Context: an optimization exercise on an open-source flow, tuned for small area and a short achievable clock period. The choices shown serve that exercise and are no tape-out recipe. Function was checked by simulation only, so behaviour that the tests miss may differ from the original.

`flow/run.sh`:
```
#!/bin/bash
# synth_recipe.tcl (not shown) runs the flow's synth.tcl, then flattens the netlist and writes it again
# the make line also repeats each setting of config.mk as NAME=value (left out here)
make -C /OpenROAD-flow-scripts/flow DESIGN_CONFIG=/design/flow/config.mk WORK_HOME=/design/flow/orfs CLKGATE_MAP_FILE= SYNTH_SCRIPT=/design/flow/synth_recipe.tcl finish
```
`flow/config.mk`:
```
export PLATFORM = sky130hd
export DESIGN_NAME = event_core
export DESIGN_NICKNAME = event_core
export VERILOG_FILES = /design/flow/design.v
export SDC_FILE = /design/flow/constraint.sdc
export NUM_CORES = 4
export LEC_CHECK = 0
export ABC_CLOCK_PERIOD_IN_PS = 16000
export CAP_MARGIN = 20
export CORE_MARGIN = 2
export CORE_UTILIZATION = 25
export PLACE_DENSITY = 0.35
export SETUP_SLACK_MARGIN = 0.2
export SLEW_MARGIN = 20
```
`flow/constraint.sdc`:
```
create_clock -name core_clock -period 20.0 [get_ports {clk_frame}]
set_input_delay 4.0000 -clock core_clock [delete_from_list [all_inputs] [get_ports {clk_frame}]]
set_output_delay 4.0000 -clock core_clock [all_outputs]
set_load 0.01 [all_outputs]
```
`flow/design.v`:
```
`timescale 1ns/100ps
module frame_control (
    input  logic       clk_frame,
    input  logic       rst,
    input  logic       en,
    output logic       move,    
    output logic       anim,    
    output logic       die,     
    output logic       swing,   
    output logic       odd      
);
    logic [7:0] frame_cnt;
    always_ff @(posedge clk_frame or posedge rst) begin
        if (rst)
            frame_cnt <= '0;
        else if (en)
            frame_cnt <= frame_cnt + 8'd1;
    end
    assign move  = frame_cnt == 8'd128;
    assign anim  = frame_cnt[4:0] == 5'd16;
    assign die   = frame_cnt[2:0] == 3'd4;
    assign swing = frame_cnt[6];
    assign odd   = frame_cnt[0];
endmodule
`timescale 1ns/100ps
module alien_table (
    input  logic                           clk_frame,
    input  logic                           rst,
    input  logic                           en,
    input  logic                           move,
    input  logic                           anim,
    input  logic                           die,
    input  logic                           swing,
    input  logic                           odd,
    input  logic                           spawn_object,
    input  logic [25-1:0]               spawn_data,
    input  logic [8-1:0]          hit_me,
    output logic [8*22-1:0]    slots,    
    output logic                           all_clear,
    output logic                           game_over,
    output logic [3:0]                     object_count
);
    logic [8-1:0] act, dying, free, spawn_sel;
    function automatic logic [8:0] theta_step(input logic [8:0] theta, input logic up,
                                              input logic [1:0] step);
        logic [9:0] sum;
        sum = 10'(theta) + 10'(step);
        if (up) begin
            theta_step = (sum > 359) ? 9'(sum - (359 + 1)) : sum[8:0];
        end else if (theta < 9'(step)) begin
            theta_step = 9'(10'(theta) + 10'(359 + 1) - 10'(step));
        end else begin
            theta_step = theta - 9'(step);
        end
    endfunction
    always_comb begin
        for (int i = 0; i < 8; i++) begin
            act[i]   = slots[i*22];
            dying[i] = !slots[i*22] && slots[i*22 + 2];
            free[i]  = !slots[i*22] && !slots[i*22 + 2];
        end
    end
    always_comb begin
        logic seen;
        seen = 1'b0;
        for (int i = 0; i < 8; i++) begin
            spawn_sel[i] = spawn_object && free[i] && !seen;
            seen         = seen || free[i];
        end
    end
    for (genvar i = 0; i < 8; i++) begin : g_slot
        logic [3:0] r, hp;
        logic [8:0] theta;
        logic [1:0] kind, frame;
        logic       a;
        logic [3:0] r_n, hp_n;
        logic [8:0] theta_n;
        logic [1:0] kind_n, frame_n;
        logic       a_n;
        logic       up;
        logic [1:0] step;
        assign {r, theta, hp, kind, frame, a} = slots[i*22 +: 22];
        always_comb begin
            case (kind)
                2'd0:    begin up = !swing; step = 2'd1; end
                2'd1:    begin up = swing;  step = 2'd1; end
                2'd2:    begin up = 1'b1;   step = odd ? 2'd2 : 2'd1; end
                default: begin up = 1'b0;   step = odd ? 2'd2 : 2'd1; end
            endcase
        end
        always_comb begin
            r_n     = r;
            theta_n = theta;
            hp_n    = hp;
            kind_n  = kind;
            frame_n = frame;
            a_n     = a;
            if (spawn_sel[i]) begin
                r_n     = spawn_data[24:21];
                theta_n = spawn_data[20:12];
                hp_n    = spawn_data[11:8];
                kind_n  = spawn_data[5:4];
                frame_n = spawn_data[3:2];
                a_n     = 1'b1;
            end else if (a) begin
                if (move && r != 4'd0)
                    r_n = r - 4'd1;
                theta_n = theta_step(theta, up, step);
                if (anim)
                    frame_n[0] = !frame[0];
                if (hit_me[i]) begin
                    hp_n = hp - 4'd1;
                    if (hp == 4'd1) begin
                        a_n     = 1'b0;
                        frame_n = 2'd2;
                    end
                end
            end else if (frame[1] && die) begin
                if (frame[0])
                    frame_n[1] = 1'b0;    
                else
                    frame_n[0] = 1'b1;
            end
        end
        always_ff @(posedge clk_frame or posedge rst) begin
            if (rst) begin
                slots[i*22]     <= 1'b0;
                slots[i*22 + 2] <= 1'b0;
            end else if (en) begin
                slots[i*22]     <= a_n;
                slots[i*22 + 2] <= frame_n[1];
            end
        end
        always_ff @(posedge clk_frame) begin
            if (en) begin
                slots[i*22 + 18 +: 4] <= r_n;
                slots[i*22 + 9 +: 9]  <= theta_n;
                slots[i*22 + 5 +: 4]  <= hp_n;
                slots[i*22 + 3 +: 2]  <= kind_n;
                slots[i*22 + 1]       <= frame_n[0];
            end
        end
    end
    always_comb begin
        all_clear    = free == '1;
        game_over    = 1'b0;
        object_count = '0;
        for (int i = 0; i < 8; i++) begin
            object_count = object_count + 4'(act[i]);
            if (act[i] && slots[i*22 + 18 +: 4] == 4'd0)
                game_over = 1'b1;
        end
    end
endmodule
`timescale 1ns/100ps
module laser_unit (
    input  logic                           clk_frame,
    input  logic                           rst,
    input  logic                           en,
    input  logic                           spawn_laser,
    input  logic [1:0]                     dir,
    input  logic [8*22-1:0]    slots,
    output logic [14-1:0]               laser,
    output logic [8-1:0]          hit_me,   
    output logic [16-1:0]            score
);
    logic             l_act;
    logic [3:0]       l_r;
    logic [1:0]       l_dir;
    logic             l_fired;    
    logic [14:0]      s_half;     
    logic [8:0]       deg;
    logic             at_rim;
    logic [8-1:0] match;
    logic [8-1:0] found;
    logic             hit;
    logic             kill;
    always_comb begin
        case (l_dir)
            2'd0:    deg = 9'd45;
            2'd1:    deg = 9'd135;
            2'd2:    deg = 9'd225;
            default: deg = 9'd315;
        endcase
        if (!l_fired)
            deg = 9'd0;
    end
    assign laser  = {l_act, l_r, deg};
    assign score  = {s_half, 1'b0};
    assign at_rim = l_r == 4'(15);
    function automatic logic in_cone(input logic [8:0] theta, input logic [1:0] d);
        case (d)
            2'd0:    in_cone = theta >= 9'd35  && theta <= 9'd55;
            2'd1:    in_cone = theta >= 9'd125 && theta <= 9'd145;
            2'd2:    in_cone = theta >= 9'd215 && theta <= 9'd235;
            default: in_cone = theta >= 9'd305 && theta <= 9'd325;
        endcase
    endfunction
    always_comb begin
        for (int i = 0; i < 8; i++)
            match[i] = slots[i*22] && slots[i*22 + 18 +: 4] == l_r
                       && in_cone(slots[i*22 + 9 +: 9], l_dir);
    end
    always_comb begin
        logic seen;
        seen = 1'b0;
        for (int i = 0; i < 8; i++) begin
            found[i] = match[i] && !seen;
            seen     = seen || match[i];
        end
    end
    assign hit    = l_act && !at_rim && match != '0;
    assign hit_me = (l_act && !at_rim) ? found : '0;
    always_comb begin
        kill = 1'b0;
        for (int i = 0; i < 8; i++)
            if (found[i] && slots[i*22 + 5 +: 4] == 4'd1)
                kill = 1'b1;
    end
    always_ff @(posedge clk_frame or posedge rst) begin
        if (rst) begin
            l_act   <= 1'b0;
            l_r     <= '0;
            l_dir   <= '0;
            l_fired <= 1'b0;
            s_half  <= '0;
        end else if (en) begin
            if (l_act) begin
                if (at_rim || hit)
                    l_act <= 1'b0;
                else
                    l_r <= l_r + 4'd1;
                if (hit)
                    s_half <= s_half + (kill ? 15'd50 : 15'd5);
            end else if (spawn_laser) begin
                l_act   <= 1'b1;
                l_r     <= '0;
                l_dir   <= dir;
                l_fired <= 1'b1;
            end
        end
    end
endmodule
`timescale 1ns/100ps
module distance_sorter (
    input  logic                           clk_frame,
    input  logic [8*22-1:0]    unordered,
    output logic [8*25-1:0]    ordered
);
    localparam int N = 8;
    logic [N-1:0]       valid;          
    logic [N-1:0][3:0]  r_eff;          
    logic [N-1:0][22:0] rec;            
    logic [N-1:0][2:0]  rank;
    logic [N-1:0][N-1:0] sel;           
    logic [N-1:0][22:0] out_rec;
    logic [N-1:0][3:0]  out_r;
    always_comb begin
        for (int i = 0; i < N; i++) begin
            logic [22-1:0] s;
            s        = unordered[i*22 +: 22];
            valid[i] = s[0] | s[2];
            r_eff[i] = valid[i] ? s[21:18] : 4'(15);
            rec[i]   = valid[i] ? {s[21:18], s[17:9], s[8:5],
                                   !s[0], s[0], s[4:3], s[2:1]}
                                : '0;
        end
    end
    always_comb begin
        for (int i = 0; i < N; i++) begin
            rank[i] = '0;
            for (int j = 0; j < N; j++) begin
                if (j < i && r_eff[j] <= r_eff[i])
                    rank[i] = rank[i] + 3'd1;
                else if (j > i && r_eff[j] < r_eff[i])
                    rank[i] = rank[i] + 3'd1;
            end
        end
    end
    always_comb begin
        for (int k = 0; k < N; k++)
            for (int i = 0; i < N; i++)
                sel[k][i] = rank[i] == 3'(k);
    end
    always_comb begin
        for (int k = 0; k < N; k++) begin
            out_rec[k] = '0;
            out_r[k]   = '0;
            for (int i = 0; i < N; i++) begin
                out_rec[k] = out_rec[k] | (sel[k][i] ? rec[i] : '0);
                out_r[k]   = out_r[k]   | (sel[k][i] ? r_eff[i] : '0);
            end
        end
    end
    always_ff @(posedge clk_frame) begin
        for (int k = 0; k < N; k++)
            ordered[k*25 +: 25] <= {out_r[k], out_rec[k][18:0], 2'b00};
    end
endmodule
`timescale 1ns/100ps
module event_core (
    input  logic                           clk_frame,
    input  logic                           rst,
    input  logic                           en,
    input  logic                           spawn_laser,
    input  logic [1:0]                     dir,
    input  logic                           spawn_object,
    input  logic [25-1:0]               spawn_data,
    output logic [16-1:0]            score,
    output logic                           all_clear,
    output logic                           game_over,
    output logic [3:0]                     object_count,
    output logic [14-1:0]               laser,
    output logic [8*25-1:0]    sorted_aliens   
);
    logic                        move, anim, die, swing, odd;
    logic [8-1:0]       hit_me;
    logic [8*22-1:0] slots;
    frame_control frame_control_inst (
        .clk_frame (clk_frame),
        .rst       (rst),
        .en        (en),
        .move      (move),
        .anim      (anim),
        .die       (die),
        .swing     (swing),
        .odd       (odd)
    );
    alien_table alien_table_inst (
        .clk_frame    (clk_frame),
        .rst          (rst),
        .en           (en),
        .move         (move),
        .anim         (anim),
        .die          (die),
        .swing        (swing),
        .odd          (odd),
        .spawn_object (spawn_object),
        .spawn_data   (spawn_data),
        .hit_me       (hit_me),
        .slots        (slots),
        .all_clear    (all_clear),
        .game_over    (game_over),
        .object_count (object_count)
    );
    laser_unit laser_unit_inst (
        .clk_frame   (clk_frame),
        .rst         (rst),
        .en          (en),
        .spawn_laser (spawn_laser),
        .dir         (dir),
        .slots       (slots),
        .laser       (laser),
        .hit_me      (hit_me),
        .score       (score)
    );
    distance_sorter distance_sorter_inst (
        .clk_frame (clk_frame),
        .unordered (slots),
        .ordered   (sorted_aliens)
    );
endmodule
```
==> flow_summary.yaml, run 1 <==
run_status:
  outcome: "no timing/DRC/antenna violations"
synthesis:
  synth-edff-count: 160
  synthDistinctLibCells: 110
  synth_common_cells: "nor2_1, nand2_1, ha_1, clkbuf_1, a21oi_1"
  synth_top_flop_cell: "dfxtp_1"
  ys_warn_count: 4
  yosysTopAreaCell: "edfxtp_1"
  synth_top_area_frac: 0.119
  yosys_register_bits: 391
  avgSynthCellArea_um2: 8.08
  syn_inst: 5001
  synth_area_leaders: "edfxtp_1, ha_1, dfxtp_1"
  synth_area_um2: 40400
  ys_async_sr_fraction: 0.120
  seq_area_frac_synth: 0.239
  synth_most_common_cell: "nor2_1"
timing:
  finalCritPeriodShare: 0.490
  hold_viol: 0
  clock_skew_ns: 0.0697
  fmax_mhz: 102
  period_needed_ns: 9.80
  setup_violations: 0
  rsz0062_at_grt: "no"
  fin_hold_ws_ns: 0.466
  tns_ns: 0
  drv_slew: 0
  relSlewSlack: 0.139
  tightest_slew_ns: 1.29
global_routing:
  grt_first_pass_wirelength_um: 327000
  grt_max_degree: 48
  overflow: 0
  grt_antenna_before_repair: 22
  track_usage: 0.276
  grt_pass1_vias: 41132
setup_path:
  cp.arrival_ns: 10.37
  crit_type: "flop to flop"
  reg2reg_slack_ns: 10.20
  path_max_fanout: 16
  slowest_stage: "nor3_4"
  start_kind: "flop"
  crit_required_ns: 20.57
  slowest_delay_ns: 0.93
  endpoint_kind: "flop"
  cpMostUsedCell: "ha_1"
  startpoint: "alien_table_inst.slots[44]"
  reg2reg_from: "alien_table_inst.slots[44]"
floorplan:
  dieArea_um2: 165000
  start_util: 0.252
  core_um2: 161000
  die_y_um: 406
  fp.dieW_um: 406
  io_pins: 268
  rows: 147
layout:
  fill_cells: 17241
  final_area_um2: 47400
  drive_gt1_frac: 0.0787
  final_cells: 7297
  area_growth_pct: 17.4
  fin_nets: 5530
clocking:
  ctsHtreeMaxLevel: 2
  cts_made_buffers: 51
  path_clk_slew_ns: 0.06
  cts_resized: 0
  post_cts_buffers: 0
  cts_hold_buf: 0
  clkLatencyLatePin_ns: 0.69
  cts_buffer_depth: 3
  cts_tree: "done"
  clockRootBuffer: "clkbuf_16"
  cts_sinks: 391
detailed_routing:
  routed_wl_um: 236000
  wire_per_inst_um: 32.3
  remaining_drc_errors: 0
  vias: 43287
  dr.first_iter.drc_count: 5886
  final_antenna_net_count: 0
  viasPerCell: 5.93
  drt_pass1_iterations: 9
run:
  max-cap-violations: 0
worst_hold_path:
  hp-class: "flop to flop"
  worstHoldStart: "frame_control_inst.frame_cnt[7]"
place:
  dp_hpwl_um: 176000
  place.gp.congestion: 0.978
  placed_cells: 7198
  place_area_um2: 45600
  numPortBuffers: 246
==> metal layers <==
layer	global-route usage	vias to the layer above	wire [um]
li1	-	18875	-
met1	0.395	21392	107000
met2	0.409	2502	98100
met3	0.0564	508	21700
met4	0.0937	10	9350
met5	0	-	63
==> state kept, by name, summed over array words and instances, names as in the netlist <==
| name | cells |
|---|---|
| distance_sorter_inst.ordered | 184 |
| alien_table_inst.slots | 176 |
| laser_unit_inst.s_half | 15 |
| frame_control_inst.frame_cnt | 8 |
| laser_unit_inst.l_r | 4 |
| laser_unit_inst.l_dir | 2 |
| laser_unit_inst.l_act | 1 |
| laser_unit_inst.l_fired | 1 |
==> critical path: cells and delay by family, from the launching register on <==
family,cells,cell delay (ns)
and+or+nand+nor,12,3.70
AOI/OAI and AO/OA,10,1.72
adders and majority gates,6,1.60
buffers and inverters,6,1.42
DFF,1,0.70
xor gates and xnor gates,1,0.52
==> cell families after synthesis <==
kind of cell / share of synthesized area
buffers and inverters: 0.0649
muxes: 0.0120
AOI/OAI and AO/OA: 0.282
xor gates and xnor gates: 0.0775
adders and majority gates: 0.131
DFF: 0.239
and+or+nand+nor: 0.193
other: 0.0000929
==> stage by stage <==
| step | util | setup slack [ns] |
|---|---|---|
| 6_report | 0.295 | 10.20 |
| 2_1_floorplan | - | 12.75 |
| 4_1_cts | 0.295 | 10.31 |
| 3_3_place_gp | 0.284 | 10.28 |
| 5_1_grt | 0.295 | 9.72 |
| 3_5_place_dp | 0.284 | 10.38 |
==> final timing paths <==
kind                                                    endpoint  depth (start not counted)
worst max-delay path            distance_sorter_inst.ordered[19]                         35
min in group asynchronous             laser_unit_inst.s_half[14]                          3
worst min register to register   frame_control_inst.frame_cnt[7]                          1
worst min-delay path             frame_control_inst.frame_cnt[7]                          1
worst max register to register  distance_sorter_inst.ordered[19]                         35
max in group asynchronous             alien_table_inst.slots[44]                          3
==> final cells by class <==
class                   count  area (um^2)  area share
well taps                2160         2700      0.0570
diodes                      3         7.51    0.000158
inverters                 259          972      0.0205
repair buffers            424         3790      0.0800
multi-input cells        3965        28500       0.601
flip-flops and latches    391         9660       0.204
clock inverters            32          387     0.00816
clock buffers              63         1390      0.0294
==> cell usage in the layout, fill, tap and decap left out, drive strengths merged, types with 47 or more instances in the layout <==
cell type and n:
buf 179, ha 377, o22ai 72, a221o 60, nor2 421, a211oi 62, nor3 113, dfrtp 47
a22o 112, o211ai 88, edfxtp 160, clkbuf 63, xnor2 206, nand2b 61, nor2b 54, nand4 74
o21ai 226, a22oi 207, dfxtp 184, a21oi 283, inv 251, nand2 415, xor2 88, nand3 227
clkdlybuf4s50 245, a221oi 114
==> inputs of run 2 (changes only) <==
--- a/flow/design.v
+++ b/flow/design.v
@@ -43,14 +43,16 @@
     logic [8-1:0] act, dying, free, spawn_sel;
     function automatic logic [8:0] theta_step(input logic [8:0] theta, input logic up,
-                                              input logic [1:0] step);
-        logic [9:0] sum;
-        sum = 10'(theta) + 10'(step);
-        if (up) begin
-            theta_step = (sum > 359) ? 9'(sum - (359 + 1)) : sum[8:0];
-        end else if (theta < 9'(step)) begin
-            theta_step = 9'(10'(theta) + 10'(359 + 1) - 10'(step));
-        end else begin
-            theta_step = theta - 9'(step);
-        end
+                                              input logic s2);
+        logic       wrap_up, wrap_dn;
+        logic [8:0] k;
+        wrap_up = up && (theta > 9'd358 || (s2 && theta == 9'd358));
+        wrap_dn = !up && (theta == 9'd0 || (s2 && theta == 9'd1));
+        k[8:2]  = !up ? 7'b1111111 : wrap_up ? 7'b0100110 : 7'b0000000;
+        k[1]    = s2 || !up;
+        k[0]    = !s2;
+        if (wrap_dn)
+            theta_step = {8'b10110011, theta[0] || !s2};
+        else
+            theta_step = theta + k;
     endfunction
     always_comb begin
@@ -79,13 +81,9 @@
         logic       a_n;
         logic       up;
-        logic [1:0] step;
+        logic       s2;
         assign {r, theta, hp, kind, frame, a} = slots[i*22 +: 22];
         always_comb begin
-            case (kind)
-                2'd0:    begin up = !swing; step = 2'd1; end
-                2'd1:    begin up = swing;  step = 2'd1; end
-                2'd2:    begin up = 1'b1;   step = odd ? 2'd2 : 2'd1; end
-                default: begin up = 1'b0;   step = odd ? 2'd2 : 2'd1; end
-            endcase
+            up = kind[1] ? !kind[0] : (kind[0] ^ !swing);
+            s2 = kind[1] && odd;
         end
         always_comb begin
@@ -106,5 +104,5 @@
                 if (move && r != 4'd0)
                     r_n = r - 4'd1;
-                theta_n = theta_step(theta, up, step);
+                theta_n = theta_step(theta, up, s2);
                 if (anim)
                     frame_n[0] = !frame[0];
@@ -142,14 +140,38 @@
         end
     end
+    logic [8-1:0] kill, stay_valid, stay_over;
+    logic                  any_free, any_kill, spawn_ok;
+    logic [3:0]            count_q;
+    logic                  clear_q, over_q;
     always_comb begin
-        all_clear    = free == '1;
-        game_over    = 1'b0;
-        object_count = '0;
         for (int i = 0; i < 8; i++) begin
-            object_count = object_count + 4'(act[i]);
-            if (act[i] && slots[i*22 + 18 +: 4] == 4'd0)
-                game_over = 1'b1;
+            logic [3:0] r, hp;
+            r  = slots[i*22 + 18 +: 4];
+            hp = slots[i*22 + 5 +: 4];
+            kill[i]       = act[i] && hit_me[i] && hp == 4'd1;
+            stay_valid[i] = act[i] || (dying[i] && !(die && slots[i*22 + 1]));
+            stay_over[i]  = act[i] && !kill[i] && (r == 4'd0 || (r == 4'd1 && move));
+        end
+        any_free = free != '0;
+        any_kill = kill != '0;
+        spawn_ok = spawn_object && any_free;
+    end
+    always_ff @(posedge clk_frame or posedge rst) begin
+        if (rst) begin
+            count_q <= '0;
+            clear_q <= 1'b1;
+            over_q  <= 1'b0;
+        end else if (en) begin
+            if (spawn_ok)
+                count_q <= any_kill ? count_q : count_q + 4'd1;
+            else
+                count_q <= any_kill ? count_q - 4'd1 : count_q;
+            clear_q <= !spawn_ok && stay_valid == '0;
+            over_q  <= (stay_over != '0) || (spawn_ok && spawn_data[24:21] == 4'd0);
         end
     end
+    assign object_count = count_q;
+    assign all_clear    = clear_q;
+    assign game_over    = over_q;
 endmodule
 `timescale 1ns/100ps
@@ -167,8 +189,7 @@
     logic             l_act;
     logic [3:0]       l_r;
-    logic [1:0]       l_dir;
-    logic             l_fired;    
+    logic [8:0]       l_deg;
+    logic [1:0]       l_dir;      
     logic [14:0]      s_half;     
-    logic [8:0]       deg;
     logic             at_rim;
     logic [8-1:0] match;
@@ -176,15 +197,5 @@
     logic             hit;
     logic             kill;
-    always_comb begin
-        case (l_dir)
-            2'd0:    deg = 9'd45;
-            2'd1:    deg = 9'd135;
-            2'd2:    deg = 9'd225;
-            default: deg = 9'd315;
-        endcase
-        if (!l_fired)
-            deg = 9'd0;
-    end
-    assign laser  = {l_act, l_r, deg};
+    assign laser  = {l_act, l_r, l_deg};
     assign score  = {s_half, 1'b0};
     assign at_rim = l_r == 4'(15);
@@ -222,6 +233,6 @@
             l_act   <= 1'b0;
             l_r     <= '0;
+            l_deg   <= '0;
             l_dir   <= '0;
-            l_fired <= 1'b0;
             s_half  <= '0;
         end else if (en) begin
@@ -236,6 +247,6 @@
                 l_act   <= 1'b1;
                 l_r     <= '0;
+                l_deg   <= 9'(dir) * 9'd90 + 9'd45;
                 l_dir   <= dir;
-                l_fired <= 1'b1;
             end
         end
@@ -267,15 +278,36 @@
         end
     end
+    function automatic logic gt4(input logic [3:0] a, input logic [3:0] b);
+        logic [3:0] g, l;
+        g   = a & ~b;
+        l   = ~a & b;
+        gt4 = g[3] | (~l[3] & (g[2] | (~l[2] & (g[1] | (~l[1] & g[0])))));
+    endfunction
+    logic [N-1:0][N-1:0] beats;
     always_comb begin
         for (int i = 0; i < N; i++) begin
-            rank[i] = '0;
-            for (int j = 0; j < N; j++) begin
-                if (j < i && r_eff[j] <= r_eff[i])
-                    rank[i] = rank[i] + 3'd1;
-                else if (j > i && r_eff[j] < r_eff[i])
-                    rank[i] = rank[i] + 3'd1;
+            beats[i][i] = 1'b0;
+            for (int j = 0; j < i; j++) begin
+                beats[i][j] = !gt4(r_eff[j], r_eff[i]);
+                beats[j][i] = !beats[i][j];
             end
         end
     end
+    function automatic logic [1:0] fa(input logic a, input logic b, input logic c);
+        fa = {(a & b) | (a & c) | (b & c), a ^ b ^ c};
+    endfunction
+    always_comb begin
+        for (int i = 0; i < N; i++) begin
+            logic [N-2:0] v;
+            logic [1:0]   x, y, z, w;
+            for (int j = 0; j < N - 1; j++)
+                v[j] = (j < i) ? beats[i][j] : beats[i][j+1];
+            x       = fa(v[0], v[1], v[2]);
+            y       = fa(v[3], v[4], v[5]);
+            z       = fa(x[0], y[0], v[6]);
+            w       = fa(x[1], y[1], z[1]);
+            rank[i] = {w, z[0]};
+        end
+    end
     always_comb begin
         for (int k = 0; k < N; k++)
==> flow/flow/run.sh (new file) <==
#!/bin/bash
set -euo pipefail
cd "$(dirname "$0")/.."
MARGIN=$(cat flow/margin.txt)
bash standard.sh SETUP_SLACK_MARGIN="$MARGIN" finish > flow_make.log 2>&1
==> flow/flow/margin.txt (new file) <==
14.5
==> flow/standard.sh (new file) <==
#!/bin/bash
# synth_recipe.tcl (not shown) runs the flow's synth.tcl, then flattens the netlist and writes it again
# the make line also repeats each setting of config.mk as NAME=value (left out here)
make -C /OpenROAD-flow-scripts/flow DESIGN_CONFIG=/design/flow/config.mk WORK_HOME=/design/flow/orfs CLKGATE_MAP_FILE= SYNTH_SCRIPT=/design/flow/synth_recipe.tcl "${@:-finish}"
--- a/flow/config.mk
+++ b/flow/config.mk
@@ -9,6 +9,5 @@
 export CAP_MARGIN = 20
 export CORE_MARGIN = 2
-export CORE_UTILIZATION = 25
-export PLACE_DENSITY = 0.35
-export SETUP_SLACK_MARGIN = 0.2
+export CORE_UTILIZATION = 45
+export PLACE_DENSITY = 0.6
 export SLEW_MARGIN = 20
removed: flow/run.sh
==> run 2 against run 1 <==
Net effect: sequential cell count is 12 higher; register-to-register slack improved by 4.2 ns; non-clock buffer count increased by 23; synthesized cell count shrank 23%; final area fell by 21%; core utilization increased by 25 points; clock-buffer cell count grew 5; wire length decreased by 16%; via count fell by 13%; critical endpoint is now distance_sorter_inst.ordered[159]; highest routed layer unchanged.
==> flow_summary.yaml, run 2 <==
synthesis:
  yosysTopAreaCell: "edfxtp_1"
  synth_most_common_cell: "nand2_1"
  seq_area_frac_synth: 0.319
  avgSynthCellArea_um2: 8.11
  synth_common_cells: "nand2_1, o22ai_1, clkbuf_1, nor2_1, a21oi_1"
  yosys_register_bits: 403
  synth_top_flop_cell: "dfxtp_1"
  syn_inst: 3858
  ys_warn_count: 4
  ys_async_sr_fraction: 0.146
  synth_area_leaders: "edfxtp_1, dfxtp_1, o22ai_1"
  synth-edff-count: 160
  synthDistinctLibCells: 92
  synth_top_area_frac: 0.154
  synth_area_um2: 31300
layout:
  layout_common_cells: "nand2_1, o22ai_1, nor2_1"
  drive_gt1_frac: 0.120
  area_growth_pct: 20.0
  reg_top3: "distance_sorter_inst.ordered: 184 flops, alien_table_inst.slots: 176 flops, laser_unit_inst.s_half: 15 flops"
  largest_reg_flops: 184
  layout_commonest_cell: "nand2_1"
  regMostFlops: "distance_sorter_inst.ordered"
  fill_cells: 6501
  fin_nets: 4182
clocking:
  clockRootBuffer: "clkbuf_16"
  ctsHtreeMaxLevel: 2
  cts_made_buffers: 46
  path_clk_slew_ns: 0.07
  cts_tree: "done"
  cts_sinks: 403
  clkLatencyLatePin_ns: 0.64
  cts_hold_buf: 0
  cts_buffer_depth: 3
timing:
  drv_slew: 0
  tightest_slew_ns: 1.17
  finalCritPeriodShare: 0.281
  relSlewSlack: 0.216
  tns_ns: 0
  fmax_mhz: 178
  hold_viol: 0
  rsz0062_at_grt: "yes"
  clock_skew_ns: 0.0341
  period_needed_ns: 5.61
  setup_violations: 0
run_status:
  outcome: "no timing/DRC/antenna violations"
global_routing:
  grt_antenna_before_repair: 14
  grt_max_degree: 60
  track_usage: 0.533
  grt_first_pass_wirelength_um: 267000
  overflow: 0
  grt_pass1_vias: 34300
floorplan:
  fp.dieW_um: 268
  io_pins: 268
  dieArea_um2: 71600
  core_um2: 68700
  rows: 96
  die_y_um: 268
  start_util: 0.455
setup_path:
  crit_type: "flop to flop"
  endpoint_kind: "flop"
  crit_required_ns: 20.52
  cp.arrival_ns: 6.13
  start_kind: "flop"
  path_max_fanout: 18
place:
  dp_hpwl_um: 135000
  numPortBuffers: 246
  place.gp.congestion: 1.14
detailed_routing:
  wire_per_inst_um: 39.7
  drt_pass1_iterations: 17
  viasPerCell: 7.60
  vias: 37797
  dr.first_iter.drc_count: 7865
  final_antenna_net_count: 0
  remaining_drc_errors: 0
  routed_wl_um: 197000
run:
  max-cap-violations: 0
worst_hold_path:
  hp-class: "flop to flop"
run 2: per-stage QoR:
stage	worst slack, ns	cells	hold WS (ns)	util	cell area [um^2]
2_1_floorplan	14.55	3874	0.434	-	31400
5_1_grt	14.45	4963	0.494	0.546	37500
6_report	14.39	4972	0.469	0.546	37500
3_3_place_gp	12.90	4757	0.459	0.499	34300
3_5_place_dp	12.89	4760	0.458	0.499	34300
4_1_cts	14.34	4902	0.471	0.533	36600
run 2: timing repair:
item,in CTS,in global routing
buffers inserted,49,55
pin swaps,12,14
gates cloned,7,1
endpoints found under the setup margin,479,254
gates resized for setup,201,113
run 2: final cells by class:
| class | instances | area, um^2 | area share |
|---|---|---|---|
| inverters | 128 | 485 | 0.0129 |
| diodes | 12 | 30.0 | 0.000800 |
| repair buffers | 447 | 4250 | 0.113 |
| repair inverters | 1 | 5.00 | 0.000133 |
| clock inverters | 18 | 140 | 0.00373 |
| multi-input cells | 2964 | 20100 | 0.536 |
| well taps | 931 | 1160 | 0.0310 |
| clock buffers | 68 | 1330 | 0.0353 |
| flip-flops and latches | 403 | 10000 | 0.266 |
run 2: final timing paths:
kind | from | to | slack, ns | depth (start not counted)
worst max-delay path | alien_table_inst.slots[154] | distance_sorter_inst.ordered[159] | 14.39 | 12
worst min-delay path | frame_control_inst.frame_cnt[7] | frame_control_inst.frame_cnt[7] | 0.47 | 1
worst max register to register | alien_table_inst.slots[154] | distance_sorter_inst.ordered[159] | 14.39 | 12
worst min register to register | frame_control_inst.frame_cnt[7] | frame_control_inst.frame_cnt[7] | 0.47 | 1
max in group asynchronous | rst | alien_table_inst.slots[46] | 15.37 | 3
min in group asynchronous | rst | laser_unit_inst.s_half[5] | 3.94 | 3
run 2: per-layer routing:
| metal | up-vias | share of wire | global-route usage |
|---|---|---|---|
| li1 | 14784 | - | - |
| met1 | 17776 | 0.34 | 0.611 |
| met2 | 3847 | 0.37 | 0.715 |
| met3 | 1366 | 0.17 | 0.306 |
| met4 | 24 | 0.11 | 0.417 |
| met5 | - | 0.0044 | 0.0665 |
run 2: kinds of logic (layout without fill, tap and decap cells):
| kind of cell | count (synthesis) | count (layout) | share of synthesized area |
|---|---|---|---|
| compound gates | 1308 | 1308 | 0.286 |
| xor+xnor | 164 | 164 | 0.0459 |
| fa+ha+maj | 185 | 185 | 0.0820 |
| buf+inv | 514 | 662 | 0.0657 |
| flops | 403 | 403 | 0.319 |
| mux | 9 | 9 | 0.00312 |
| other cells | 1 | 29 | 0.000120 |
| simple gates | 1274 | 1281 | 0.198 |
run 2: critical path: stages, from the launching register on:
cell and delay, ns:
dfrtp_1 0.41, buf_8 0.25, nor2_4 0.13, nor2_1 0.90
o21ai_0 0.25, maj3_1 0.51, fa_1 0.53, fa_1 0.41
fa_2 0.58, buf_4 0.16, and3b_1 0.85, a221oi_1 0.20
nand2_1 0.29
==> inputs of run 3 (changes only) <==
==> flow/flow/run.sh (replaced) <==
#!/bin/bash
# Standard ORFS layout (standard synthesis, floorplan, place, CTS, route, finish) with
#  - a tighter setup-repair target: repair_timing aims for SETUP_SLACK_MARGIN of slack at
#    the design's clock period, so the resizer also speeds up paths that meet 20 ns;
#  - every port still buffered, with a plain buffer cell instead of a delay cell.
# The clock, SDC and every other setting stay the standard flow's. Make's output goes to flow_make.log,
# each ORFS step's log to orfs/logs/.
set -euo pipefail
cd "$(dirname "$0")/.."
MARGIN=$(cat flow/margin.txt)
bash standard.sh SETUP_SLACK_MARGIN="$MARGIN" \
    "BUFFER_PORTS_ARGS=-buffer_cell sky130_fd_sc_hd__buf_2" finish > flow_make.log 2>&1
==> flow/flow/margin.txt (replaced) <==
14.8
--- a/flow/config.mk
+++ b/flow/config.mk
@@ -9,5 +9,5 @@
 export CAP_MARGIN = 20
 export CORE_MARGIN = 2
-export CORE_UTILIZATION = 45
-export PLACE_DENSITY = 0.6
+export CORE_UTILIZATION = 32
+export PLACE_DENSITY = 0.42
 export SLEW_MARGIN = 20
==> run 3 against run 2 <==
Net effect: core utilization shrank 15 points; sequential share of layout area shrank 0.82 points; non-clock buffer count grew 156; final cell count grew 10%; critical path depth shrank 11; synthesized cell count is the same; die area grew 40%; register-to-register slack gained 0.39 ns; clock skew grew 0.039 ns; critical path type is now flop to output pin.
==> flow_summary.yaml, run 3 <==
place:
  dp_hpwl_um: 149000
  place_area_um2: 33600
  place.gp.congestion: 1.08
  numPortBuffers: 246
global_routing:
  grt_max_degree: 60
  grt_antenna_before_repair: 28
  overflow: 0
  grt_first_pass_wirelength_um: 291000
  grt_pass1_vias: 34455
  track_usage: 0.420
synthesis:
  synth_common_cells: "nand2_1, o22ai_1, clkbuf_1, nor2_1, a21oi_1"
  synth-edff-count: 160
  seq_area_frac_synth: 0.319
  syn_inst: 3858
  ys_warn_count: 4
  synthDistinctLibCells: 92
  avgSynthCellArea_um2: 8.11
  yosys_register_bits: 403
  yosysTopAreaCell: "edfxtp_1"
  synth_area_um2: 31300
  ys_async_sr_fraction: 0.146
  synth_top_flop_cell: "dfxtp_1"
  synth_top_area_frac: 0.154
  synth_most_common_cell: "nand2_1"
  synth_area_leaders: "edfxtp_1, dfxtp_1, o22ai_1"
timing:
  fmax_mhz: 184
  tightest_slew_ns: 1.34
  drv_slew: 0
  tns_ns: 0
  clock_skew_ns: 0.0726
  period_needed_ns: 5.43
  relSlewSlack: 0.105
  hold_viol: 0
  finalCritPeriodShare: 0.271
  setup_violations: 0
  rsz0062_at_grt: "yes"
detailed_routing:
  vias: 37645
  routed_wl_um: 218000
  wire_per_inst_um: 39.7
  viasPerCell: 6.86
  dr.first_iter.drc_count: 6086
  final_antenna_net_count: 0
  remaining_drc_errors: 0
  drt_pass1_iterations: 9
setup_path:
  regToRegEndpoint: "distance_sorter_inst.ordered[168]"
  reg2reg_from: "alien_table_inst.slots[0]"
  crit_type: "flop to output pin"
  endpoint_kind: "output pin"
  cp.arrival_ns: 1.43
  worstPathBufferInverterCount: 1
  reg2reg_slack_ns: 14.78
  path_cells: "buf_6"
  start_kind: "flop"
  crit_family: "flip-flops"
  endpoint: "all_clear"
  slowest_stage: "dfstp_2"
  reg2reg_depth: 15
  path_max_fanout: 2
  slowest_delay_ns: 0.59
  crit_required_ns: 16.00
  startpoint: "alien_table_inst.clear_q"
  cp.depth: 1
worst_hold_path:
  hp-class: "flop to flop"
  whs_path_depth: 1
clocking:
  cts_made_buffers: 50
  path_clk_slew_ns: 0.07
  cts_buffer_depth: 3
  cts_hold_buf: 0
  ctsHtreeMaxLevel: 2
  clockRootBuffer: "clkbuf_16"
  clkLatencyLatePin_ns: 0.72
  cts_tree: "done"
  cts_sinks: 403
layout:
  largest_reg_flops: 184
  fin_nets: 4342
  final_area_um2: 38800
  fill_cells: 10091
  layout_common_cells: "nand2_1, o22ai_1, nor2_1"
  regArea_um2: 10000
  area_growth_pct: 24.1
  regMostFlops: "distance_sorter_inst.ordered"
  multi_input_area_um2: 20300
  layout_commonest_cell: "nand2_1"
  reg_top3: "distance_sorter_inst.ordered: 184 flops, alien_table_inst.slots: 176 flops, laser_unit_inst.s_half: 15 flops"
  drive_gt1_frac: 0.223
run_status:
  outcome: "no timing/DRC/antenna violations"
floorplan:
  fp.dieW_um: 317
  io_pins: 268
  start_util: 0.323
  core_um2: 96900
  rows: 114
  dieArea_um2: 100000
  die_y_um: 317
run:
  max-cap-violations: 0
## run 3: cell types whose count changed in the layout (fill, tap and decap cells not counted), sizes merged, moves of 4 or more
cell,change
dlygate4sd2,-58
clkinvlp,+5
buf,+401
clkinv,+10
dlymetal6s2s,-33
clkbuf,-4
inv,-4
diode,+9
clkdlybuf4s50,-154
## run 3: worst register-to-register path, delay by kind of cell (launching register included)
family | cells | cell delay [ns]
AOI/OAI and AO/OA | 3 | 0.92
buffers and inverters | 4 | 0.64
and+or+nand+nor | 3 | 0.68
DFF | 1 | 0.52
adders and majority gates | 5 | 2.17
## run 3: routing by layer
layer,vias to the layer above,part of all wire,routed length (um),global-route usage
met2,3229,0.40,86600,0.589
met1,18206,0.37,81200,0.520
met4,12,0.099,21500,0.313
met5,-,0.00035,76,0
met3,1054,0.13,28800,0.160
li1,15144,-,-,-
## run 3: layout make-up
class                           count  area share
Antenna cell                       21     0.00135
Clock buffer                       63      0.0340
Clock inverter                     31     0.00748
Inverter                          128      0.0127
Multi-Input combinational cell   2965       0.523
Sequential cell                   403       0.258
Tap cell                         1276      0.0411
Timing Repair Buffer              603       0.122
## run 3: logic make-up after synthesis
logic type / Yosys count / synth area share
flip-flops: 403 / 0.319
other: 1 / 0.000120
buffers and inverters: 514 / 0.0657
AND/OR/NAND/NOR: 1274 / 0.198
multiplexers: 9 / 0.00312
XOR/XNOR: 164 / 0.0459
adder cells (fa/ha/maj): 185 / 0.0820
AO/OA/AOI/OAI: 1308 / 0.286
## run 3: worst min-delay path by stage
stage / from / to / slack [ns]
after global routing: frame_control_inst.frame_cnt[7] / frame_control_inst.frame_cnt[7] / 0.49
after global placement: laser_unit_inst.l_deg[0] / laser_unit_inst.l_deg[0] / 0.45
after floorplan: frame_control_inst.frame_cnt[7] / frame_control_inst.frame_cnt[7] / 0.43
after CTS: frame_control_inst.frame_cnt[7] / frame_control_inst.frame_cnt[7] / 0.47
final: frame_control_inst.frame_cnt[7] / frame_control_inst.frame_cnt[7] / 0.47
after detailed placement: laser_unit_inst.l_deg[0] / laser_unit_inst.l_deg[0] / 0.45
## run 3: stage by stage
stage | instances | util | setup WS (ns) | hold slack (ns)
3_3_place_gp | 5108 | 0.347 | 13.26 | 0.451
4_1_cts | 5338 | 0.385 | 14.57 | 0.472
3_5_place_dp | 5109 | 0.347 | 13.24 | 0.451
6_report | 5490 | 0.401 | 14.57 | 0.469
2_1_floorplan | 3874 | - | 14.61 | 0.434
5_1_grt | 5471 | 0.400 | 14.56 | 0.489
## run 3: what timing repair did
item | CTS | global route
endpoints found under the setup margin | 339 | 288
resized for setup | 239 | 101
setup buffers | 128 | 129
pin swaps | 27 | 35
cloned | 7 | 1
==> inputs of run 4 (changes only) <==
--- a/flow/design.v
+++ b/flow/design.v
@@ -143,5 +143,5 @@
     logic                  any_free, any_kill, spawn_ok;
     logic [3:0]            count_q;
-    logic                  clear_q, over_q;
+    logic                  busy_q, over_q;    
     always_comb begin
         for (int i = 0; i < 8; i++) begin
@@ -160,5 +160,5 @@
         if (rst) begin
             count_q <= '0;
-            clear_q <= 1'b1;
+            busy_q  <= 1'b0;
             over_q  <= 1'b0;
         end else if (en) begin
@@ -167,10 +167,10 @@
             else
                 count_q <= any_kill ? count_q - 4'd1 : count_q;
-            clear_q <= !spawn_ok && stay_valid == '0;
+            busy_q  <= spawn_ok || stay_valid != '0;
             over_q  <= (stay_over != '0) || (spawn_ok && spawn_data[24:21] == 4'd0);
         end
     end
     assign object_count = count_q;
-    assign all_clear    = clear_q;
+    assign all_clear    = !busy_q;
     assign game_over    = over_q;
 endmodule
==> flow/flow/margin.txt (replaced) <==
14.9
--- a/flow/config.mk
+++ b/flow/config.mk
@@ -9,5 +9,5 @@
 export CAP_MARGIN = 20
 export CORE_MARGIN = 2
-export CORE_UTILIZATION = 32
-export PLACE_DENSITY = 0.42
+export CORE_UTILIZATION = 35
+export PLACE_DENSITY = 0.45
 export SLEW_MARGIN = 20
==> run 4 against run 3 <==
Net effect: still clean on timing, DRC and antenna; wire length decreased by 5.9%; final cell count down 1.7%; clock skew is 0.014 ns lower; highest routed layer unchanged.
==> flow_summary.yaml, run 4 <==
run_status:
  outcome: "no timing/DRC/antenna violations"
detailed_routing:
  final_antenna_net_count: 0
  dr.first_iter.drc_count: 6279
  wire_per_inst_um: 38.0
  vias: 37452
  routed_wl_um: 205000
  remaining_drc_errors: 0
  viasPerCell: 6.94
  drt_pass1_iterations: 8
layout:
  final_area_um2: 39600
  layout_common_cells: "nand2_1, o22ai_1, nor2_1"
  multi_input_area_um2: 20600
  area_growth_pct: 24.7
  layout_commonest_cell: "nand2_1"
  reg_top3: "distance_sorter_inst.ordered: 184 flops, alien_table_inst.slots: 176 flops, laser_unit_inst.s_half: 15 flops"
  fin_nets: 4364
  fill_cells: 9077
  regArea_um2: 10100
  fin_util: 0.440
  regMostFlops: "distance_sorter_inst.ordered"
  largest_reg_flops: 184
  drive_gt1_frac: 0.247
clocking:
  cts_sinks: 403
  clkLatencyLatePin_ns: 0.70
  path_clk_slew_ns: 0.05
  cts_tree: "done"
  cts_made_buffers: 49
  clockRootBuffer: "clkbuf_16"
  ctsHtreeMaxLevel: 2
  cts_buffer_depth: 3
synthesis:
  synth_most_common_cell: "nand2_1"
  ys_warn_count: 4
  synth_common_cells: "nand2_1, o22ai_1, nor2_1, clkbuf_1, a21oi_1"
  seq_area_frac_synth: 0.314
  avgSynthCellArea_um2: 8.08
  yosysTopAreaCell: "edfxtp_1"
  synth_top_flop_cell: "dfxtp_1"
  synth_area_um2: 31800
  ys_async_sr_fraction: 0.146
  synth_top_area_frac: 0.151
  synth-edff-count: 160
  yosys_register_bits: 403
  syn_inst: 3932
  synth_area_leaders: "edfxtp_1, dfxtp_1, o22ai_1"
  synthDistinctLibCells: 100
global_routing:
  grt_pass1_vias: 34796
  grt_first_pass_wirelength_um: 280000
  grt_max_degree: 60
  grt_antenna_before_repair: 16
  overflow: 0
  track_usage: 0.423
setup_path:
  cp.arrival_ns: 1.35
  cp.depth: 2
  reg2reg_depth: 17
  worstPathBufferInverterCount: 2
  path_cells: "buf_12, buf_6"
  crit_family: "flip-flops"
  crit_type: "flop to output pin"
  slowest_delay_ns: 0.42
  path_max_fanout: 2
  start_kind: "flop"
  crit_required_ns: 16.00
  reg2reg_slack_ns: 14.88
  reg2reg_from: "alien_table_inst.slots[88]"
  endpoint_kind: "output pin"
  regToRegEndpoint: "distance_sorter_inst.ordered[27]"
  slowest_stage: "dfrtp_2"
floorplan:
  die_y_um: 305
  rows: 110
  fp.dieW_um: 305
  dieArea_um2: 93200
  start_util: 0.353
  core_um2: 90000
  io_pins: 268
place:
  place.gp.congestion: 1.06
  dp_hpwl_um: 139000
  place_area_um2: 33900
  numPortBuffers: 246
run:
  max-cap-violations: 0
worst_hold_path:
  worstHoldStart: "laser_unit_inst.l_deg[0]"
  whs_path_depth: 1
  hp-class: "flop to flop"
  whs_endpoint: "laser_unit_inst.l_deg[0]"
timing:
  drv_slew: 0
  period_needed_ns: 5.35
  tns_ns: 0
  clock_skew_ns: 0.0587
  fmax_mhz: 187
  tightest_slew_ns: 1.25
  rsz0062_at_grt: "yes"
  finalCritPeriodShare: 0.268
  fin_hold_ws_ns: 0.470
  setup_violations: 0
  hold_viol: 0
  relSlewSlack: 0.165
run 4: cell types whose count changed after synthesis, sizes merged, moves of 24 or more:
cell	before	now
inv	127	156
nand2b	56	30
xnor2	109	138
o21bai	1	34
buf	63	87
xor2	55	31
run 4: logic make-up after synthesis:
group           count (synthesis)  synth area share
compound gates               1338             0.290
xor+xnor                      169            0.0466
fa+ha+maj                     185            0.0808
buf+inv                       558            0.0737
flops                         403             0.314
mux                             6           0.00209
other cells                     1          0.000118
simple gates                 1272             0.193
run 4: timing repair:
action / in CTS / in global routing
resized for setup: 287 / 271
hold buffers: 0 / 0
endpoints found under the setup margin: 532 / 407
setup buffers: 136 / 78
pin swaps: 27 / 31
hold endpoints to repair: 0 / 0
gates cloned: 11 / 1
run 4: stage by stage:
stage,instances,setup slack [ns]
after floorplan,3948,14.37
after global placement,5072,13.25
after detailed placement,5072,13.26
after CTS,5311,14.63
after global routing,5392,14.62
final,5397,14.65
run 4: worst max-delay path by stage:
stage                               startpoint                                 to
floorplan                         spawn_object        alien_table_inst.count_q[3]
global placement    alien_table_inst.slots[24]  distance_sorter_inst.ordered[197]
detailed placement  alien_table_inst.slots[24]  distance_sorter_inst.ordered[196]
CTS                     laser_unit_inst.l_r[1]                          laser[10]
global route            laser_unit_inst.l_r[1]                          laser[10]
finish                  laser_unit_inst.l_r[1]                          laser[10]
run 4: layout make-up:
cell class	count	share of cell area
Timing Repair Buffer	563	0.130
Sequential cell	403	0.256
Clock buffer	74	0.0374
Inverter	158	0.0158
Tap cell	1176	0.0371
Clock inverter	18	0.00376
Multi-Input combinational cell	2998	0.520
Antenna cell	7	0.000442
run 4: layer usage:
layer / vias to the layer above / wire length [um] / GRT usage
li1: 15195 / - / -
met1: 18007 / 76300 / 0.524
met2: 3211 / 82600 / 0.608
met3: 1031 / 27700 / 0.153
met4: 8 / 18500 / 0.293
met5: - / 190 / 0.0114
==> inputs of run 5 (changes only) <==
--- a/flow/design.v
+++ b/flow/design.v
@@ -262,8 +262,10 @@
     logic [N-1:0]       valid;          
     logic [N-1:0][3:0]  r_eff;          
-    logic [N-1:0][22:0] rec;            
+    logic [N-1:0][17:0] rec;            
     logic [N-1:0][2:0]  rank;
     logic [N-1:0][N-1:0] sel;           
-    logic [N-1:0][22:0] out_rec;
+    logic [N-1:0][N-1:0] selv;          
+    logic [N-1:0][17:0] out_rec;
+    logic [N-1:0][21:0] ord_q;          
     logic [N-1:0][3:0]  out_r;
     always_comb begin
@@ -273,7 +275,5 @@
             valid[i] = s[0] | s[2];
             r_eff[i] = valid[i] ? s[21:18] : 4'(15);
-            rec[i]   = valid[i] ? {s[21:18], s[17:9], s[8:5],
-                                   !s[0], s[0], s[4:3], s[2:1]}
-                                : '0;
+            rec[i]   = {s[17:9], s[8:5], s[0], s[4:3], s[2:1]};
         end
     end
@@ -313,5 +313,8 @@
         for (int k = 0; k < N; k++)
             for (int i = 0; i < N; i++)
-                sel[k][i] = rank[i] == 3'(k);
+            begin
+                sel[k][i]  = rank[i] == 3'(k);
+                selv[k][i] = sel[k][i] && valid[i];
+            end
     end
     always_comb begin
@@ -320,5 +323,5 @@
             out_r[k]   = '0;
             for (int i = 0; i < N; i++) begin
-                out_rec[k] = out_rec[k] | (sel[k][i] ? rec[i] : '0);
+                out_rec[k] = out_rec[k] | (selv[k][i] ? rec[i] : '0);
                 out_r[k]   = out_r[k]   | (sel[k][i] ? r_eff[i] : '0);
             end
@@ -327,5 +330,10 @@
     always_ff @(posedge clk_frame) begin
         for (int k = 0; k < N; k++)
-            ordered[k*25 +: 25] <= {out_r[k], out_rec[k][18:0], 2'b00};
+            ord_q[k] <= {out_r[k], out_rec[k]};
+    end
+    always_comb begin
+        for (int k = 0; k < N; k++)
+            ordered[k*25 +: 25] = {ord_q[k][21:5], !ord_q[k][4] && ord_q[k][1],
+                                         ord_q[k][4:0], 2'b00};
     end
 endmodule
==> flow/flow/margin.txt (replaced) <==
14.65
--- a/flow/config.mk
+++ b/flow/config.mk
@@ -10,4 +10,6 @@
 export CORE_MARGIN = 2
 export CORE_UTILIZATION = 35
+export CTS_CLUSTER_DIAMETER = 80
+export CTS_CLUSTER_SIZE = 20
 export PLACE_DENSITY = 0.45
 export SLEW_MARGIN = 20
==> run 5 against run 4 <==
Net effect: register-to-register slack got worse by 0.18 ns; highest routed layer unchanged; global-route usage decreased by 6.8 points; still clean; non-clock buffer count increased by 62; hold slack got worse by 0.0079 ns.
==> flow_summary.yaml, run 5 <==
run_status:
  outcome: "no timing/DRC/antenna violations"
synthesis:
  synth_top_flop_cell: "dfxtp_1"
  avgSynthCellArea_um2: 8.34
  yosys_register_bits: 395
  synth_area_um2: 30800
  synthDistinctLibCells: 88
  ys_async_sr_fraction: 0.149
  synth_common_cells: "nor2_1, clkbuf_1, a22oi_1, a21oi_1, nand2_1"
  syn_inst: 3696
  synth_most_common_cell: "nor2_1"
  synth_top_area_frac: 0.156
  synth-edff-count: 160
  ys_warn_count: 4
  seq_area_frac_synth: 0.318
  yosysTopAreaCell: "edfxtp_1"
  synth_area_leaders: "edfxtp_1, dfxtp_1, a22oi_1"
global_routing:
  grt_util_met1: 0.485
  top_usage_layer: "met2"
  grtUsageMet3: 0.116
  grt_antenna_before_repair: 11
  grt_pass1_vias: 32719
  use_met2: 0.526
  grt_first_pass_wirelength_um: 237000
  track_usage: 0.356
  grt_max_degree: 60
  overflow: 0
worst_hold_path:
  whs_endpoint: "frame_control_inst.frame_cnt[7]"
  whs_path_depth: 1
  worstHoldStart: "frame_control_inst.frame_cnt[7]"
  hp-class: "flop to flop"
timing:
  clock_skew_ns: 0.0461
  fin_hold_ws_ns: 0.462
  tns_ns: 0
  relSlewSlack: 0.184
  finalCritPeriodShare: 0.270
  setup_slack_ns: 14.61
  drv_slew: 0
  rsz0062_at_grt: "yes"
  setup_violations: 0
  period_needed_ns: 5.39
  tightest_slew_ns: 1.22
  hold_viol: 0
  fmax_mhz: 186
setup_path:
  cp.arrival_ns: 5.70
  path_max_fanout: 5
  crit_type: "primary input to flop"
  regToRegEndpoint: "distance_sorter_inst.ord_q[96]"
  endpoint_kind: "flop"
  reg2reg_depth: 16
  start_kind: "primary input"
  reg2reg_slack_ns: 14.70
  reg2reg_from: "alien_table_inst.slots[68]"
  crit_required_ns: 20.31
floorplan:
  core_um2: 87000
  die_y_um: 301
  io_pins: 268
  fp.dieW_um: 301
  rows: 108
  dieArea_um2: 90500
  start_util: 0.354
layout:
  drive_gt1_frac: 0.233
  fin_nets: 4174
  layout_commonest_cell: "a22oi_1"
  final_area_um2: 37900
  fill_cells: 8649
  reg_top3: "alien_table_inst.slots: 176 flops, distance_sorter_inst.ord_q: 176 flops, laser_unit_inst.s_half: 15 flops"
  area_growth_pct: 23.0
  layout_common_cells: "a22oi_1, buf_4, nor2_1"
clocking:
  cts_sinks: 395
  ctsHtreeMaxLevel: 2
  cts_buffer_depth: 3
  cts_made_buffers: 35
  cts_tree: "done"
  clockRootBuffer: "clkbuf_16"
  path_clk_slew_ns: 0.07
  clkLatencyLatePin_ns: 0.62
  cts_hold_buf: 0
detailed_routing:
  remaining_drc_errors: 0
  final_antenna_net_count: 0
  wire_per_inst_um: 32.7
  vias: 34958
  routed_wl_um: 169000
  drt_pass1_iterations: 9
  dr.first_iter.drc_count: 5754
  viasPerCell: 6.77
place:
  numPortBuffers: 246
  place.gp.congestion: 0.963
  dp_slack_ns: 12.94
  dp_hpwl_um: 117000
  place_area_um2: 33100
run:
  max-cap-violations: 0
[run 5: changes by cell type in the layout (fill, tap and decap cells not counted), moves of 129 or more]
cell	delta
o22ai_1	-259
nand2_1	-253
a22oi_1	+247
buf_6	-134
buf_2	+130
a22o_1	+129
[run 5: logic make-up after synthesis]
group,synth area share
compound gates,0.298
xor+xnor,0.0469
fa+ha+maj,0.0854
buf+inv,0.0683
flops,0.318
mux,0.00292
other cells,0.000122
simple gates,0.180
[run 5: cell type report]
cell class	count	area [um^2]	area share
timing repair buffer	625	4950	0.131
tap	1155	1450	0.0381
sequential	395	9840	0.259
clock buffer	37	915	0.0241
multi-input combinational	2784	20000	0.527
antenna	4	10.0	0.000264
clock inverter	22	251	0.00663
inverter	142	554	0.0146
[run 5: critical path: stages]
cell and delay [ns]:
buf_12 0.09, o21ai_4 0.07, nor4_4 0.22, o21ai_4 0.12, buf_6 0.13, or4_4 0.44, buf_12 0.15, buf_8 0.13
nor2_4 0.18, a31o_4 0.16
[run 5: how the worst max path moves through the flow]
stage | from | end | slack (ns) | depth (start not counted)
3_3_place_gp | alien_table_inst.slots[0] | distance_sorter_inst.ord_q[75] | 13.05 | 21
3_5_place_dp | alien_table_inst.slots[0] | distance_sorter_inst.ord_q[75] | 12.94 | 21
2_1_floorplan | spawn_object | alien_table_inst.slots[133] | 14.24 | 7
6_report | spawn_object | alien_table_inst.slots[151] | 14.61 | 10
5_1_grt | spawn_object | alien_table_inst.slots[151] | 14.57 | 10
4_1_cts | alien_table_inst.slots[2] | distance_sorter_inst.ord_q[61] | 14.49 | 17
[run 5: routing by layer]
metal | share of wire | vias to the layer above
li1 | - | 14535
met1 | 0.40 | 17038
met2 | 0.42 | 2815
met3 | 0.13 | 560
met4 | 0.044 | 10
met5 | 0.00041 | -
[run 5: per-stage QoR]
step | utilization | std cells
after floorplan | - | 3712
after global placement | 0.380 | 4829
after detailed placement | 0.381 | 4831
after CTS | 0.420 | 5047
after global routing | 0.436 | 5160
final | 0.436 | 5164
[run 5: timing repair]
action,in CTS,in global routing
buffers inserted,155,110
endpoints found under the setup margin,401,284
pin swaps,46,34
gates cloned,2,3
resized for setup,153,118
==> inputs of run 6 (changes only) <==
--- a/flow/config.mk
+++ b/flow/config.mk
@@ -10,6 +10,4 @@
 export CORE_MARGIN = 2
 export CORE_UTILIZATION = 35
-export CTS_CLUSTER_DIAMETER = 80
-export CTS_CLUSTER_SIZE = 20
 export PLACE_DENSITY = 0.45
 export SLEW_MARGIN = 20
==> run 6 against run 5 <==
Net effect: hold slack worse by 0.0022 ns; non-clock buffer count is 6 lower; area after synthesis unchanged; clock-buffer cell count rose by 24; fmax grew 0.97%; critical endpoint is now alien_table_inst.slots[147].
==> flow_summary.yaml, run 6 <==
floorplan:
  io_pins: 268
  fp.dieW_um: 301
  die_y_um: 301
  rows: 108
  start_util: 0.354
  dieArea_um2: 90500
  core_um2: 87000
timing:
  finalCritPeriodShare: 0.267
  fmax_mhz: 187
  drv_slew: 0
  clock_skew_ns: 0.0190
  hold_viol: 0
  setup_slack_ns: 14.66
  relSlewSlack: 0.215
  period_needed_ns: 5.34
  tns_ns: 0
  tightest_slew_ns: 1.18
  fin_hold_ws_ns: 0.460
  setup_violations: 0
  rsz0062_at_grt: "yes"
setup_path:
  path_max_fanout: 6
  cp.arrival_ns: 5.67
  start_kind: "primary input"
  crit_required_ns: 20.33
  endpoint_kind: "flop"
  crit_type: "primary input to flop"
layout:
  fill_cells: 8655
  drive_gt1_frac: 0.232
  fin_util: 0.438
  layout_common_cells: "a22oi_1, buf_4, nor2_1"
  reg_top3: "alien_table_inst.slots: 176 flops, distance_sorter_inst.ord_q: 176 flops, laser_unit_inst.s_half: 15 flops"
  layout_commonest_cell: "a22oi_1"
  area_growth_pct: 23.7
  fin_nets: 4182
  multi_input_area_um2: 19900
  regArea_um2: 9840
run_status:
  outcome: "no timing/DRC/antenna violations"
clocking:
  cts_tree: "done"
  cts_sinks: 395
  path_clk_slew_ns: 0.05
  clkLatencyLatePin_ns: 0.63
  clockRootBuffer: "clkbuf_16"
  cts_buffer_depth: 3
  ctsHtreeMaxLevel: 2
  cts_made_buffers: 49
global_routing:
  overflow: 0
  grt_util_met1: 0.484
  grt_antenna_before_repair: 9
  grt_pass1_vias: 32681
  top_usage_layer: "met2"
  grt_max_degree: 60
  use_met2: 0.525
  track_usage: 0.356
  grtUsageMet3: 0.119
  grt_first_pass_wirelength_um: 237000
detailed_routing:
  final_antenna_net_count: 0
  drt_pass1_iterations: 12
  dr.first_iter.drc_count: 5634
  routed_wl_um: 169000
  wire_per_inst_um: 32.6
  viasPerCell: 6.74
  remaining_drc_errors: 0
  vias: 34937
place:
  numPortBuffers: 246
  dp_slack_ns: 12.94
  dp_hpwl_um: 117000
  place.gp.congestion: 0.963
synthesis:
  syn_inst: 3696
  synth_top_area_frac: 0.156
  yosysTopAreaCell: "edfxtp_1"
  synthDistinctLibCells: 88
  synth_most_common_cell: "nor2_1"
  yosys_register_bits: 395
  synth-edff-count: 160
  synth_area_leaders: "edfxtp_1, dfxtp_1, a22oi_1"
  synth_top_flop_cell: "dfxtp_1"
  synth_common_cells: "nor2_1, clkbuf_1, a22oi_1, a21oi_1, nand2_1"
  ys_warn_count: 4
  avgSynthCellArea_um2: 8.34
  ys_async_sr_fraction: 0.149
  synth_area_um2: 30800
  seq_area_frac_synth: 0.318
run:
  max-cap-violations: 0
worst_hold_path:
  hp-class: "flop to flop"
run 6: cell counts after synthesis:
Identical to the previous run, type by type.
run 6: kinds of logic (layout without fill, tap and decap cells):
kind of cell	after synthesis	in the layout	synth area share
muxes	8	8	0.00292
xor gates and xnor gates	165	165	0.0469
AOI/OAI and AO/OA	1296	1296	0.298
buffers and inverters	534	848	0.0683
other	1	20	0.000122
DFF	395	395	0.318
and+or+nand+nor	1105	1106	0.180
adders and majority gates	192	192	0.0854
run 6: repair_timing:
item	CTS	global route
setup endpoints to repair	398	266
hold buffers	0	0
setup buffers	149	110
pin swaps	48	28
cloned	0	5
resized for setup	144	109
run 6: critical path, stage by stage:
cell and delay, ns:
buf_12 0.09, o21ai_4 0.10, nor4_4 0.23, o21ai_4 0.11
or4_4 0.55, buf_12 0.17, a21oi_4 0.13, buf_12 0.15
buf_12 0.13
run 6: area by class of cell:
type	instances	area share
multi-input cells	2784	0.523
flip-flops and latches	395	0.258
repair buffers	619	0.127
well taps	1155	0.0379
clock buffers	61	0.0352
inverters	142	0.0145
clock inverters	26	0.00495
diodes	3	0.000197
run 6: worst paths after layout:
| path | to | startpoint | depth (start not counted) | slack [ns] |
|---|---|---|---|---|
| max in group asynchronous | alien_table_inst.slots[134] | rst | 3 | 15.70 |
| worst min register to register | frame_control_inst.frame_cnt[7] | frame_control_inst.frame_cnt[7] | 1 | 0.46 |
| worst max-delay path | alien_table_inst.slots[147] | spawn_object | 9 | 14.66 |
| min in group asynchronous | alien_table_inst.busy_q | rst | 3 | 3.61 |
| worst min-delay path | frame_control_inst.frame_cnt[7] | frame_control_inst.frame_cnt[7] | 1 | 0.46 |
| worst max register to register | distance_sorter_inst.ord_q[105] | alien_table_inst.slots[0] | 22 | 14.70 |
run 6: stage by stage:
step                instance area (um^2)  std cells
global placement                   33100       4829
floorplan                          31100       3712
global route                       38100       5182
detailed placement                 33100       4831
finish                             38100       5185
CTS                                36800       5067
run 6: routing by layer:
metal	up-vias	part of all wire
met5	-	0.00018
met2	2792	0.42
met4	4	0.045
met3	559	0.14
li1	14547	-
met1	17035	0.40

==> afterwards: timing with drivers on the ports <==
In the flow no input, the clock included, has a driving cell. The finished layouts below were timed again as built, in two steps. Step 1 sets driving cells, clkbuf_16 on the clock port and buf_2 on the other inputs (assumed; they add their load-dependent delay and slew). Step 2 times the ports against the registers' clock, not the clock port: input delays grow and output delays shrink by t, the midpoint of the rising clock arrivals with the driver on. Three values: no drivers, after step 1, after step 2; two values: the first two.
run | t, ns | setup WS [ns] | worst hold slack (ns) | worst slew at a driven data input, ns | pins driven straight from the clock port
run 1 | 0.746 | 10.196 / 10.196 / 10.196 | 0.466 / 0.466 / 0.466 | 0.10 | 1
run 2 | 0.697 | 14.388 / 14.388 / 13.803 | 0.469 / 0.469 / 0.469 | 0.09 | 1
run 3 | 0.756 | 14.575 / 14.506 / 14.019 | 0.469 / 0.469 / 0.469 | 0.13 | 1
run 4 | 0.749 | 14.647 / 14.571 / 14.030 | 0.470 / 0.470 / 0.470 | 0.06 | 1
run 5 | 0.669 | 14.609 / 14.614 / 13.945 | 0.462 / 0.462 / 0.462 | 0.09 | 1
run 6 | 0.695 | 14.661 / 14.624 / 13.973 | 0.460 / 0.460 / 0.460 | 0.09 | 1
After both steps setup and hold are still met in every run listed. The setup slack of run 6, which loses most, moves by -0.037 ns with the drivers and by -0.688 ns with both steps.
